Background: an optimization exercise with open tools, aiming at small area. Do not read the settings as production practice.
Function was checked by simulation only, so behaviour that the tests miss may differ from the original.
Power figures rest on the tool's default switching activity, not on a simulated workload.

**flow/config.mk**
```make
export PLATFORM = sky130hd
export DESIGN_NAME = regfile_top
export DESIGN_NICKNAME = regfile_top
export VERILOG_FILES = /design/flow/design.v
export SDC_FILE = /design/flow/constraint.sdc
export NUM_CORES = 4
export LEC_CHECK = 0
export CAP_MARGIN = 0
export CORE_MARGIN = 2
export CORE_UTILIZATION = 60
export PLACE_DENSITY = 0.7
export SLEW_MARGIN = 0
```
**flow/constraint.sdc**
```tcl
create_clock -name core_clock -period 5.0 [get_ports {Clk}]
set_input_delay 1.0000 -clock core_clock [delete_from_list [all_inputs] [get_ports {Clk}]]
set_output_delay 1.0000 -clock core_clock [all_outputs]
set_load 0.01 [all_outputs]
```
**flow/flow/run.sh**
```bash
#!/bin/bash
# Own layout flow: the standard layout (standard.sh) with one change in synthesis:
# Yosys's final ABC mapping uses an area-oriented script (flow/abc_area_nf.script)
# instead of ORFS's delay-oriented abc_speed.script. The registers Yosys makes and
# their names are synth_recipe.tcl's. Layout differs from standard.sh only in:
#  - port buffers are buf_1 (every input and output port still gets one)
#  - clock tree: clkbuf_16 only, clusters of up to 25 sinks within 80 um, no dummy loads
#  - global routing derates met1 and met2 capacity more (flow/fastroute.tcl), leaving
#    room on met1 for pin access in this pin-dense netlist
set -euo pipefail
W=$PWD

cat > "$W/own_synth.tcl" <<EOT
proc abc {args} {
  set i [lsearch -exact \$args -script]
  if {\$i >= 0} { lset args [expr {\$i + 1}] $W/flow/abc_area_nf.script }
  yosys abc {*}\$args
}
source $W/synth_recipe.tcl
EOT

sed "s#SYNTH_SCRIPT=[^ ]*synth_recipe.tcl#SYNTH_SCRIPT=$W/own_synth.tcl#" standard.sh > own_standard.sh
grep -q own_synth.tcl own_standard.sh

export BUFFER_PORTS_ARGS="-buffer_cell sky130_fd_sc_hd__buf_1"
export FASTROUTE_TCL="$W/flow/fastroute.tcl"
export CTS_ARGS="-sink_clustering_enable -repair_clock_nets -dont_use_dummy_load -buf_list sky130_fd_sc_hd__clkbuf_16 -sink_clustering_size 25 -sink_clustering_max_diameter 80"

bash own_standard.sh finish > "$W/orfs_make.log" 2>&1
test -s out/final.def
```
**flow/flow/abc_area_nf.script**
```
&get -n
&st
&dch -f
&nf -R 1000 -p -C 32
&put
```
**flow/standard.sh**
```bash
#!/bin/bash
# synth_recipe.tcl (not shown) runs the flow's synth.tcl, then flattens the netlist and writes it again
# the make line also repeats each setting of config.mk as NAME=value (left out here)
make -C /OpenROAD-flow-scripts/flow DESIGN_CONFIG=/design/flow/config.mk WORK_HOME=/design/flow/orfs CLKGATE_MAP_FILE= SYNTH_SCRIPT=/design/flow/synth_recipe.tcl "${@:-finish}"
```
**flow/flow/fastroute.tcl**
```tcl
set_global_routing_layer_adjustment met1 0.6
set_global_routing_layer_adjustment met2 0.35
set_global_routing_layer_adjustment met3-met5 0.2

set_routing_layers -clock $::env(MIN_CLK_ROUTING_LAYER)-$::env(MAX_ROUTING_LAYER)
set_routing_layers -signal $::env(MIN_ROUTING_LAYER)-$::env(MAX_ROUTING_LAYER)
```
**flow/design.v**
```verilog
`default_nettype none
package mips_reg_pkg;
	localparam int WORD_W = 32;
	localparam int BYTE_W = 8;
	localparam int IDX_W  = 5;
	localparam int NUM_REGS = 1 << IDX_W;
	typedef logic [WORD_W-1:0] word_t;
	typedef logic [BYTE_W-1:0] byte_t;
	typedef logic [IDX_W-1:0] reg_idx_t;
	localparam reg_idx_t REG_ZERO = 5'd0;
	localparam reg_idx_t REG_RA = 5'd31;
endpackage
`default_nettype wire
`default_nettype none
package mips_fpr_pkg;
	localparam int FPR_WORD_W = 32;
	localparam int FPR_IDX_W  = 5;
	localparam int PAIR_IDX_W = FPR_IDX_W - 1;
	localparam int NUM_PAIRS  = 1 << PAIR_IDX_W;
	typedef logic [PAIR_IDX_W-1:0] pair_idx_t;
	typedef struct packed {
		logic [FPR_WORD_W-1:0] msw;  
		logic [FPR_WORD_W-1:0] lsw;  
	} fpr_pair_t;
	typedef struct packed {
		logic [FPR_WORD_W-1:0] hi;
		logic [FPR_WORD_W-1:0] lo;
	} hilo_t;
	typedef union packed {
		fpr_pair_t pair;
		hilo_t     hilo;
	} wide_word_u;
endpackage
`default_nettype wire
`default_nettype none
module regfile_top
(
	input  logic        Clk,
	input  logic        rst_i,
	input  logic [4:0]  rs_addr_i,
	input  logic [4:0]  rt_addr_i,
	input  logic        fp_read_i,
	input  logic        store_byte_i,
	input  logic        reg_write_i,
	input  logic        load_byte_i,
	input  logic        jal_i,
	input  logic        fp_write_i,
	input  logic        muldiv_i,
	input  logic        wide_write_i,
	input  logic [4:0]  wr_addr_i,
	input  logic [31:0] wr_data_i,
	input  logic [63:0] wr_data64_i,
	output logic [31:0] rs_data_o,
	output logic [31:0] rs_msw_o,
	output logic [31:0] rt_data_o,
	output logic [31:0] rt_msw_o,
	output logic [31:0] hi_o,
	output logic [31:0] lo_o
);
	logic        hilo_sel, fpr_sel, int_sel;
	logic [4:0]  int_dst;
	logic [31:0] int_wd, fpr_msw_wd, fpr_lsw_wd;
	assign hilo_sel = reg_write_i & wide_write_i & muldiv_i;
	assign fpr_sel  = reg_write_i & ~hilo_sel & fp_write_i & ~wr_addr_i[0];
	assign int_sel  = reg_write_i & ~hilo_sel & ~fp_write_i;
	assign int_dst  = (jal_i & ~load_byte_i) ? 5'd31 : wr_addr_i;
	assign int_wd     = {wr_data_i[31:8] & {24{~load_byte_i}}, wr_data_i[7:0]};
	assign fpr_msw_wd = wr_data64_i[63:32] & {32{wide_write_i}};
	assign fpr_lsw_wd = wide_write_i ? wr_data64_i[31:0] : wr_data_i;
	logic [31:1] int_we;
	logic [15:0] fpr_we;
	logic        hilo_we;
	logic [31:0] int_wd_r, fmsw_wd_r, flsw_wd_r;
	logic [63:0] hilo_wd_r;
	always_comb begin
		for (int r = 1; r < 32; r++) int_we[r] = rst_i | (int_sel & (int_dst == 5'(r)));
		for (int p = 0; p < 16; p++) fpr_we[p] = rst_i | (fpr_sel & (wr_addr_i[4:1] == 4'(p)));
	end
	assign hilo_we   = rst_i | hilo_sel;
	assign int_wd_r  = int_wd & {32{~rst_i}};
	assign fmsw_wd_r = fpr_msw_wd & {32{~rst_i}};
	assign flsw_wd_r = fpr_lsw_wd & {32{~rst_i}};
	assign hilo_wd_r = wr_data64_i & {64{~rst_i}};
	logic [31:0] int_q  [32];    
	logic [31:0] fmsw_q [16];    
	logic [31:0] flsw_q [16];    
	logic [31:0] hi_q, lo_q;
	always_ff @(posedge Clk) begin
		for (int r = 1; r < 32; r++) begin
			if (int_we[r]) int_q[r] <= int_wd_r;
		end
		for (int p = 0; p < 16; p++) begin
			if (fpr_we[p]) begin
				fmsw_q[p] <= fmsw_wd_r;
				flsw_q[p] <= flsw_wd_r;
			end
		end
		if (hilo_we) {hi_q, lo_q} <= hilo_wd_r;
	end
	assign hi_o = hi_q;
	assign lo_o = lo_q;
	logic [31:1] rs_int, rt_int, rt_int_hi;
	logic [15:0] rs_fp, rt_fp;
	logic        rs_hold, rt_hold, rs_msw_hold, rt_msw_hold;
	always_comb begin
		for (int r = 1; r < 32; r++) begin
			rs_int[r]    = ~rst_i & ~fp_read_i & (rs_addr_i == 5'(r));
			rt_int[r]    = ~rst_i & ~fp_read_i & (rt_addr_i == 5'(r));
			rt_int_hi[r] = rt_int[r] & ~store_byte_i;
		end
		for (int p = 0; p < 16; p++) begin
			rs_fp[p] = ~rst_i & fp_read_i & (rs_addr_i == 5'(2*p));
			rt_fp[p] = ~rst_i & fp_read_i & (rt_addr_i == 5'(2*p));
		end
	end
	assign rs_hold     = ~rst_i & fp_read_i & rs_addr_i[0];
	assign rt_hold     = ~rst_i & fp_read_i & rt_addr_i[0];
	assign rs_msw_hold = ~rst_i & ~(fp_read_i & ~rs_addr_i[0]);
	assign rt_msw_hold = ~rst_i & ~(fp_read_i & ~rt_addr_i[0]);
	localparam int NT  = 48;           
	localparam int NG  = NT / 3;       
	localparam int NH  = NG / 4;       
	localparam int NTM = 18;           
	localparam int NGM = NTM / 3;      
	localparam int NHM = 2;            
	logic [NT-1:0]       rs_sel, rt_sel_lo, rt_sel_hi;
	logic [NT-1:0][31:0] rs_dat, rt_dat;
	logic [NTM-1:0]       rs_msel, rt_msel;
	logic [NTM-1:0][31:0] rs_mdat, rt_mdat;
	always_comb begin
		for (int r = 1; r < 32; r++) begin
			rs_sel[r-1]    = rs_int[r];
			rt_sel_lo[r-1] = rt_int[r];
			rt_sel_hi[r-1] = rt_int_hi[r];
			rs_dat[r-1]    = int_q[r];
			rt_dat[r-1]    = int_q[r];
		end
		for (int p = 0; p < 16; p++) begin
			rs_sel[31+p]    = rs_fp[p];
			rt_sel_lo[31+p] = rt_fp[p];
			rt_sel_hi[31+p] = rt_fp[p];
			rs_dat[31+p]    = flsw_q[p];
			rt_dat[31+p]    = flsw_q[p];
			rs_msel[p]      = rs_fp[p];
			rt_msel[p]      = rt_fp[p];
			rs_mdat[p]      = fmsw_q[p];
			rt_mdat[p]      = fmsw_q[p];
		end
		rs_sel[47]    = rs_hold;
		rt_sel_lo[47] = rt_hold;
		rt_sel_hi[47] = rt_hold;
		rs_dat[47]    = rs_data_o;
		rt_dat[47]    = rt_data_o;
		rs_msel[16]   = rs_msw_hold;
		rt_msel[16]   = rt_msw_hold;
		rs_mdat[16]   = rs_msw_o;
		rt_mdat[16]   = rt_msw_o;
		rs_msel[17]   = 1'b0;
		rt_msel[17]   = 1'b0;
		rs_mdat[17]   = '0;
		rt_mdat[17]   = '0;
	end
	logic [NG-1:0][31:0]  rs_g, rt_g;
	logic [NH-1:0][31:0]  rs_h, rt_h;
	logic [NGM-1:0][31:0] rsm_g, rtm_g;
	logic [NHM-1:0][31:0] rsm_h, rtm_h;
	logic [31:0] rs_data_n, rs_msw_n, rt_data_n, rt_msw_n;
	logic [31:0] rt_selw [NT];
	always_comb begin
		for (int i = 0; i < NT; i++) rt_selw[i] = {{24{rt_sel_hi[i]}}, {8{rt_sel_lo[i]}}};
		for (int k = 0; k < NG; k++) begin
			rs_g[k] = ~(({32{rs_sel[3*k]}}   & rs_dat[3*k])
			          | ({32{rs_sel[3*k+1]}} & rs_dat[3*k+1])
			          | ({32{rs_sel[3*k+2]}} & rs_dat[3*k+2]));
			rt_g[k] = ~((rt_selw[3*k]   & rt_dat[3*k])
			          | (rt_selw[3*k+1] & rt_dat[3*k+1])
			          | (rt_selw[3*k+2] & rt_dat[3*k+2]));
		end
		for (int k = 0; k < NGM; k++) begin
			rsm_g[k] = ~(({32{rs_msel[3*k]}}   & rs_mdat[3*k])
			           | ({32{rs_msel[3*k+1]}} & rs_mdat[3*k+1])
			           | ({32{rs_msel[3*k+2]}} & rs_mdat[3*k+2]));
			rtm_g[k] = ~(({32{rt_msel[3*k]}}   & rt_mdat[3*k])
			           | ({32{rt_msel[3*k+1]}} & rt_mdat[3*k+1])
			           | ({32{rt_msel[3*k+2]}} & rt_mdat[3*k+2]));
		end
		for (int j = 0; j < NH; j++) begin
			rs_h[j] = ~(rs_g[4*j] & rs_g[4*j+1] & rs_g[4*j+2] & rs_g[4*j+3]);
			rt_h[j] = ~(rt_g[4*j] & rt_g[4*j+1] & rt_g[4*j+2] & rt_g[4*j+3]);
		end
		rsm_h[0] = ~(rsm_g[0] & rsm_g[1] & rsm_g[2] & rsm_g[3]);
		rtm_h[0] = ~(rtm_g[0] & rtm_g[1] & rtm_g[2] & rtm_g[3]);
		rsm_h[1] = ~(rsm_g[4] & rsm_g[5]);
		rtm_h[1] = ~(rtm_g[4] & rtm_g[5]);
		rs_data_n = rs_h[0] | rs_h[1] | rs_h[2] | rs_h[3];
		rt_data_n = rt_h[0] | rt_h[1] | rt_h[2] | rt_h[3];
		rs_msw_n  = rsm_h[0] | rsm_h[1];
		rt_msw_n  = rtm_h[0] | rtm_h[1];
	end
	always_ff @(posedge Clk) begin
		rs_data_o <= rs_data_n;
		rt_data_o <= rt_data_n;
		rs_msw_o  <= rs_msw_n;
		rt_msw_o  <= rt_msw_n;
	end
endmodule
`default_nettype wire
```
==> results of run 1 <==
==> synthesized netlist by cell type, types with 26 or more instances <==
cell type / n
nand4_1: 322
nor2_1: 148
a22oi_1: 64
mux2i_1: 32
a21o_1: 26
dfxtp_1: 128
or4_1: 64
and3_1: 65
a222oi_1: 1344
and2_0: 56
edfxtp_1: 2080
nor2b_1: 81
nor3_1: 38
nand2_1: 32
==> report_power, final <==
group          internal (mW)  switching (mW)
clock network           3.77            5.42
logic                  0.440            1.54
registers               21.9           0.898
total                   26.1            7.86
==> layout make-up <==
cell class,count,area [um2]
Antenna cell,34,85.1
Clock buffer,106,2650
Fill cell,9420,45500
Inverter,4,15.0
Multi-Input combinational cell,2327,20200
Sequential cell,2208,65000
Tap cell,1876,2350
Timing Repair Buffer,573,3810
==> stage by stage <==
step / setup slack, ps / util / cell area [um2]
final: 1220 / 0.674 / 94200
after global routing: 1190 / 0.674 / 94200
after CTS: 1380 / 0.673 / 94100
after detailed placement: 590 / 0.654 / 91400
after global placement: 586 / 0.654 / 91400
after floorplan: -108 / - / 84500
==> worst max-delay path, cell delays in order <==
cell	delay, ps
buf_1	570
nor2b_1	330
nand2b_1	480
nor2_4	1000
buf_4	460
buf_4	250
a222oi_1	100
and3_1	190
nand4_1	80
==> cells by family (layout without fill, tap and decap cells) <==
group | count (synthesis) | in the layout
DFF | 2208 | 2208
AOI/OAI and AO/OA | 1461 | 1461
other | 0 | 34
muxes | 32 | 32
and+or+nand+nor | 834 | 834
buffers and inverters | 4 | 683
==> layer usage <==
metal	GRT usage	wire [um]	up-vias
li1	-	-	23728
met1	0.721	84800	28901
met2	0.717	128000	6937
met3	0.473	71700	1945
met4	0.376	28200	86
met5	0.141	2380	-
==> state kept, by name, indices dropped and copies added (netlist names) <==
register and count:
rs_data_o 32, rs_msw_o 32, rt_data_o 32, hi_q 32
lo_q 32, flsw_q 512, fmsw_q 512, int_q 992
rt_msw_o 32
==> worst min path at each step <==
stage                      endpoint                    start  cells past startpoint
6_report        rs_msw_o[6]$_DFF_P_      rs_msw_o[6]$_DFF_P_                      2
5_1_grt           lo_q[7]$_DFFE_PP_           wr_data64_i[7]                      2
4_1_cts        rs_msw_o[27]$_DFF_P_     rs_msw_o[27]$_DFF_P_                      2
3_5_place_dp    rs_msw_o[6]$_DFF_P_      rs_msw_o[6]$_DFF_P_                      2
3_3_place_gp   rs_msw_o[25]$_DFF_P_     rs_msw_o[25]$_DFF_P_                      2
2_1_floorplan   rt_msw_o[0]$_DFF_P_  fmsw_q[15][0]$_DFFE_PP_                      2
==> results.cfg, run 1 <==
[grt]
antenna_found_initial = 42
overflow = 0
track_usage = 0.565
grt_max_degree = 65
grt_pass1_wl_um = 441000
first_global_vias = 67438

[placed_design]
dpl.hpwl_um = 186000
place.gp.congestion = 1.04
port_buffers = 312
dp_cells = 6988

[yosys]
synth-xor-area-share = 0
synth-simple-area-share = 0.0567
ys_async_sr_fraction = 0
synth_edf_count = 2080
seq_area_frac_synth = 0.770
yosys.area.top_type = edfxtp_1
synth_top_family_by_area = compound AO/OA/AOI/OAI gates
synth_top_area_share = 0.739
ys_top_cells_by_area = edfxtp_1 (74%), a222oi_1 (16%), dfxtp_1 (3.0%), nand4_1 (2.4%), nor2_1 (0.66%)
avgSynthCellArea_um2 = 18.6
synthMuxAreaShare = 0.00379
synth_top_flop_cell = edfxtp_1
syn_area_mm2 = 0.0845
ys_ff_latch = 2208
syn_inst = 4539
ys_warn_count = 5
synthAdderAreaFrac = 0
yosysUniqueCellTypes = 27
synth_compound_area_frac = 0.170
synthesis.nets = 4660

[drt]
drcViolationCount = 0
drtAntennaViolNets = 0
vias_per_cell = 8.64
routed_wl_um = 315000
via_count = 61597
drtIter0Drc = 9792
first_pass_iters = 17
wl_per_cell_um = 44.3

[worst_setup_path]
critPathCapture = rs_msw_o[5]$_DFF_P_
endpoint_kind = register
timing.rr.end = rs_data_o[18]$_DFF_P_
setup.worst_path.class = primary input to register
reg2reg_slack_ps = 2810
start_kind = primary input
required_ps = 5740
crit_fanout = 28
r2r_start = int_q[12][18]$_DFFE_PP_
worst-r2r-cell-count = 3
crit_arrival_ps = 4520
crit_start = fp_read_i

[clocking]
cts_root_buf = clkbuf_16
cts_sinks = 2208
postCtsHoldBufs = 0
cts_tree = yes
cts_inserted_buffers = 106
cts_setup_buffers = 0
clockBufferDepth = 3
path_clk_slew_ps = 90
insertion_delay_ps = 810
htreeDepth = 3
ctsResizeCount = 0

[floorplanning]
die_h_um = 379
core_mm2 = 0.140
dieArea_mm2 = 0.144
die_width_um = 379
start_util = 0.605
ioPinCount = 313
rows = 137

[run_status]
status = complete, no violations

[layout]
drive_above_1_share = 0.0975
area_growth_pct = 11.5
nets = 5341
stdcell_count = 7128
final_common_cell = edfxtp_1
final_cell_mix = edfxtp_1 (2080), a222oi_1 (1344), nand4_1 (322)

[timing]
min_period_ps = 3780
relSlewSlack = 0.0422
hold_viol_final = 0
finalCritPeriodShare = 0.757
worst_slew_pin_slew_ps = 1430
maxSlewViolCount = 0
skew_ps = 69.4
fmax_mhz = 264
fin_hold_ws_ps = 497
tns_ps = 0
rsz0062_at_grt = false
setup_viol = 0

[job]
cap_violations = 0

[power_and_ir_drop]
irDropWorstVdd_mv = 0.378
p_leak_nw = 29.5
power_density_mw_per_mm2 = 361
power_mw = 34.0

[hold_path]
min_path_type = register to register
==> run 2: changes to the inputs <==
--- a/flow/design.v
+++ b/flow/design.v
@@ -67,35 +67,35 @@
 	assign int_wd     = {wr_data_i[31:8] & {24{~load_byte_i}}, wr_data_i[7:0]};
 	assign fpr_msw_wd = wr_data64_i[63:32] & {32{wide_write_i}};
 	assign fpr_lsw_wd = wide_write_i ? wr_data64_i[31:0] : wr_data_i;
-	logic [31:1] int_we;
-	logic [15:0] fpr_we;
-	logic        hilo_we;
-	logic [31:0] int_wd_r, fmsw_wd_r, flsw_wd_r;
-	logic [63:0] hilo_wd_r;
-	always_comb begin
-		for (int r = 1; r < 32; r++) int_we[r] = rst_i | (int_sel & (int_dst == 5'(r)));
-		for (int p = 0; p < 16; p++) fpr_we[p] = rst_i | (fpr_sel & (wr_addr_i[4:1] == 4'(p)));
-	end
-	assign hilo_we   = rst_i | hilo_sel;
-	assign int_wd_r  = int_wd & {32{~rst_i}};
-	assign fmsw_wd_r = fpr_msw_wd & {32{~rst_i}};
-	assign flsw_wd_r = fpr_lsw_wd & {32{~rst_i}};
-	assign hilo_wd_r = wr_data64_i & {64{~rst_i}};
+	logic [31:1] int_ld, int_keep;
+	logic [15:0] fpr_ld, fpr_keep;
+	logic        hilo_ld, hilo_keep;
+	always_comb begin
+		for (int r = 1; r < 32; r++) begin
+			int_ld[r]   = ~rst_i & int_sel & (int_dst == 5'(r));
+			int_keep[r] = ~rst_i & ~(int_sel & (int_dst == 5'(r)));
+		end
+		for (int p = 0; p < 16; p++) begin
+			fpr_ld[p]   = ~rst_i & fpr_sel & (wr_addr_i[4:1] == 4'(p));
+			fpr_keep[p] = ~rst_i & ~(fpr_sel & (wr_addr_i[4:1] == 4'(p)));
+		end
+	end
+	assign hilo_ld   = ~rst_i & hilo_sel;
+	assign hilo_keep = ~rst_i & ~hilo_sel;
 	logic [31:0] int_q  [32];    
 	logic [31:0] fmsw_q [16];    
 	logic [31:0] flsw_q [16];    
 	logic [31:0] hi_q, lo_q;
 	always_ff @(posedge Clk) begin
 		for (int r = 1; r < 32; r++) begin
-			if (int_we[r]) int_q[r] <= int_wd_r;
-		end
-		for (int p = 0; p < 16; p++) begin
-			if (fpr_we[p]) begin
-				fmsw_q[p] <= fmsw_wd_r;
-				flsw_q[p] <= flsw_wd_r;
-			end
-		end
-		if (hilo_we) {hi_q, lo_q} <= hilo_wd_r;
+			int_q[r] <= ({32{int_ld[r]}} & int_wd) | ({32{int_keep[r]}} & int_q[r]);
+		end
+		for (int p = 0; p < 16; p++) begin
+			fmsw_q[p] <= ({32{fpr_ld[p]}} & fpr_msw_wd) | ({32{fpr_keep[p]}} & fmsw_q[p]);
+			flsw_q[p] <= ({32{fpr_ld[p]}} & fpr_lsw_wd) | ({32{fpr_keep[p]}} & flsw_q[p]);
+		end
+		hi_q <= ({32{hilo_ld}} & wr_data64_i[63:32]) | ({32{hilo_keep}} & hi_q);
+		lo_q <= ({32{hilo_ld}} & wr_data64_i[31:0])  | ({32{hilo_keep}} & lo_q);
 	end
 	assign hi_o = hi_q;
 	assign lo_o = lo_q;
--- a/flow/config.mk
+++ b/flow/config.mk
@@ -6,7 +6,8 @@
 export NUM_CORES = 4
 export LEC_CHECK = 0
 export CAP_MARGIN = 0
+export CELL_PAD_IN_SITES_DETAIL_PLACEMENT = 1
 export CORE_MARGIN = 2
-export CORE_UTILIZATION = 60
-export PLACE_DENSITY = 0.7
+export CORE_UTILIZATION = 45
+export PLACE_DENSITY = 0.6
 export SLEW_MARGIN = 0
==> results.cfg, run 2 <==
[run_status]
status = complete, no violations

[yosys]
ys_warn_count = 5
synthesis.nets = 8177
yosysMostFrequentCell = dfxtp_1
yosysUniqueCellTypes = 26
seq_area_frac_synth = 0.541
synth_common_cells = dfxtp_1 (2208), nand2_1 (1498), o21ai_0 (1432)
synth_top_area_share = 0.541
yosys.area.top_type = dfxtp_1
ys_top_cells_by_area = dfxtp_1 (54%), a222oi_1 (16%), o21ai_0 (8.8%), a22o_1 (6.9%), nand2_1 (6.9%)
synth_top_flop_cell = dfxtp_1
ys_ff_latch = 2208
synth_edf_count = 0
ys_async_sr_fraction = 0
syn_inst = 8056
syn_area_mm2 = 0.0817
avgSynthCellArea_um2 = 10.1

[clocking]
cts_inserted_buffers = 130
cts_tree = yes
insertion_delay_ps = 820
ctsResizeCount = 0
htreeDepth = 4
cts_setup_buffers = 0
cts_root_buf = clkbuf_16
postCtsHoldBufs = 0
cts_sinks = 2208
path_clk_slew_ps = 90
clockBufferDepth = 3

[layout]
stdcell_count = 11284
regArea_mm2 = 0.0442
multi_input_area_mm2 = 0.0386
fin_util = 0.520
top_regs = int_q x992, flsw_q x512, fmsw_q x512
final_common_cell = dfxtp_1
largest_reg_flops = 992
area_growth_pct = 14.8
drive_above_1_share = 0.0781
nets = 8995
fillers = 20021
fin_area_mm2 = 0.0938
final_cell_mix = dfxtp_1 (2208), nand2_1 (1498), o21ai_0 (1432)
largest-register = int_q

[drt]
drtIter0Drc = 9233
drtAntennaViolNets = 0
first_pass_iters = 13
wl_per_cell_um = 37.3
drcViolationCount = 0
routed_wl_um = 421000
vias_per_cell = 7.60
via_count = 85722

[timing]
finalCritPeriodShare = 0.821
setup_slack_ps = 895
min_period_ps = 4100
rsz0062_at_grt = false
maxSlewViolCount = 0
worst_slew_pin_slew_ps = 1360
hold_viol_final = 0
fmax_mhz = 244
fin_hold_ws_ps = 405
tns_ps = 0
relSlewSlack = 0.0887
skew_ps = 59.3
setup_viol = 0

[power_and_ir_drop]
power_mw = 29.8
irDropWorstVdd_mv = 0.268
power_density_mw_per_mm2 = 318
p_leak_nw = 30.8

[worst_setup_path]
crit_arrival_ps = 4790
endpoint_kind = register
slowest_stage = a222oi_1
start_kind = primary input
crit_buf_inv = 3
setup.worst_path.class = primary input to register
required_ps = 5690
crit_family = simple AND/OR/NAND/NOR gates
r2r_start = int_q[3][15]$_DFF_P_
crit_fanout = 15
cpPeakStageDelay_ps = 740
worst_path_most_repeated_cell = buf_4
cp_cell_sequence = buf_1, or3_1, nor3_2, buf_4, buf_4, a222oi_1, nand4_1, or4_1
crit_start = fp_read_i

[floorplanning]
die_h_um = 430
core_mm2 = 0.181
rows = 156
start_util = 0.453
ioPinCount = 313
die_width_um = 430
dieArea_mm2 = 0.185

[placed_design]
dpl_cell_area_mm2 = 0.0905
place.gp.congestion = 1.09
dpl.hpwl_um = 263000
dp_cells = 11112
post-place-ws_ps = 542
port_buffers = 312

[grt]
track_usage = 0.579
overflow = 0
first_global_vias = 95202
grt_max_degree = 65
grt_pass1_wl_um = 609000
antenna_found_initial = 46

[hold_path]
hp-start = wr_data64_i[46]
min_path_type = primary input to register

[job]
cap_violations = 0
-- run 2: cell count changes after synthesis, moves of 16 or more --
cell	change
a31oi_1	+16
a22o_1	+648
nor2_1	-25
dfxtp_1	+2080
nand3_1	+31
a21oi_1	+30
edfxtp_1	-2080
nand2b_1	+24
a21o_1	-26
nor2b_1	-40
and2_0	-53
o21ai_0	+1432
nand2_1	+1466
-- run 2: path summary, 6_finish.rpt --
check / to / slack (ps) / cells past startpoint
worst min register to register: lo_q[29]$_DFF_P_ / 480 / 1
worst max register to register: rs_data_o[15]$_DFF_P_ / 2700 / 3
worst max-delay path: rt_data_o[15]$_DFF_P_ / 900 / 8
worst min-delay path: hi_q[14]$_DFF_P_ / 400 / 2
-- run 2: cell type report --
type	instances	area share
Multi-Input combinational cell	5845	0.412
Tap cell	2370	0.0316
Antenna cell	42	0.00112
Timing Repair Buffer	686	0.0498
Clock buffer	130	0.0347
Sequential cell	2208	0.471
Inverter	3	0.000120
-- run 2: cell families after synthesis --
group                  Yosys count  synth area share
AO/OA/AOI/OAI                 3538             0.331
AND/OR/NAND/NOR               2275             0.124
buffers and inverters            3          0.000138
flip-flops                    2208             0.541
multiplexers                    32           0.00392
-- run 2: worst reg2reg max path: stages, from the launching register on --
cell,delay [ps]
dfxtp_1,330
a222oi_1,780
nand4_1,520
or4_1,540
-- run 2: routing by layer --
layer  wire [um]  global-route usage
met1      125000               0.726
met2      172000               0.754
met3       81700               0.447
met4       40900               0.434
met5        1430              0.0622
-- run 2: power breakdown --
group	leakage [nW]	switching [mW]	internal (mW)	total (mW)
sequential	17.8	0.0506	17.6	17.7
clock	1.60	5.93	4.63	10.6
combinational	11.4	1.34	0.247	1.59
total	30.8	7.32	22.5	29.8

## separate check: timing with driven ports
The flow's constraints put no driver on any port. The routed layouts listed below were extracted and timed again, unchanged, in two steps.
Step 1, drivers: a clkbuf_16 drives Clk and a buf_2 each remaining input, both assumed.
Step 2 also shifts input and output timing later by t, the mid clock arrival at the registers, as if the neighbouring blocks saw the same clock.
Slacks: no drivers / after step 1 / after step 2; pairs: no drivers / after step 1.
run | t, ns | slack for setup (ns) | hold slack, ns | slew at the worst register clock pin (ns) | worst data-port slew with drivers (ns)
run 1 | 0.851 | 1.216 / 1.204 / 0.353 | 0.497 / 0.456 / 0.497 | 0.11 / 0.11 | 0.11
run 2 | 0.885 | 0.895 / 0.955 / 0.071 | 0.405 / 0.346 / 0.481 | 0.11 / 0.11 | 0.14
After both steps every run listed still meets setup and hold. For run 1, which loses most, drivers alone change the setup slack by -0.012 ns; drivers and shift together by -0.863 ns.
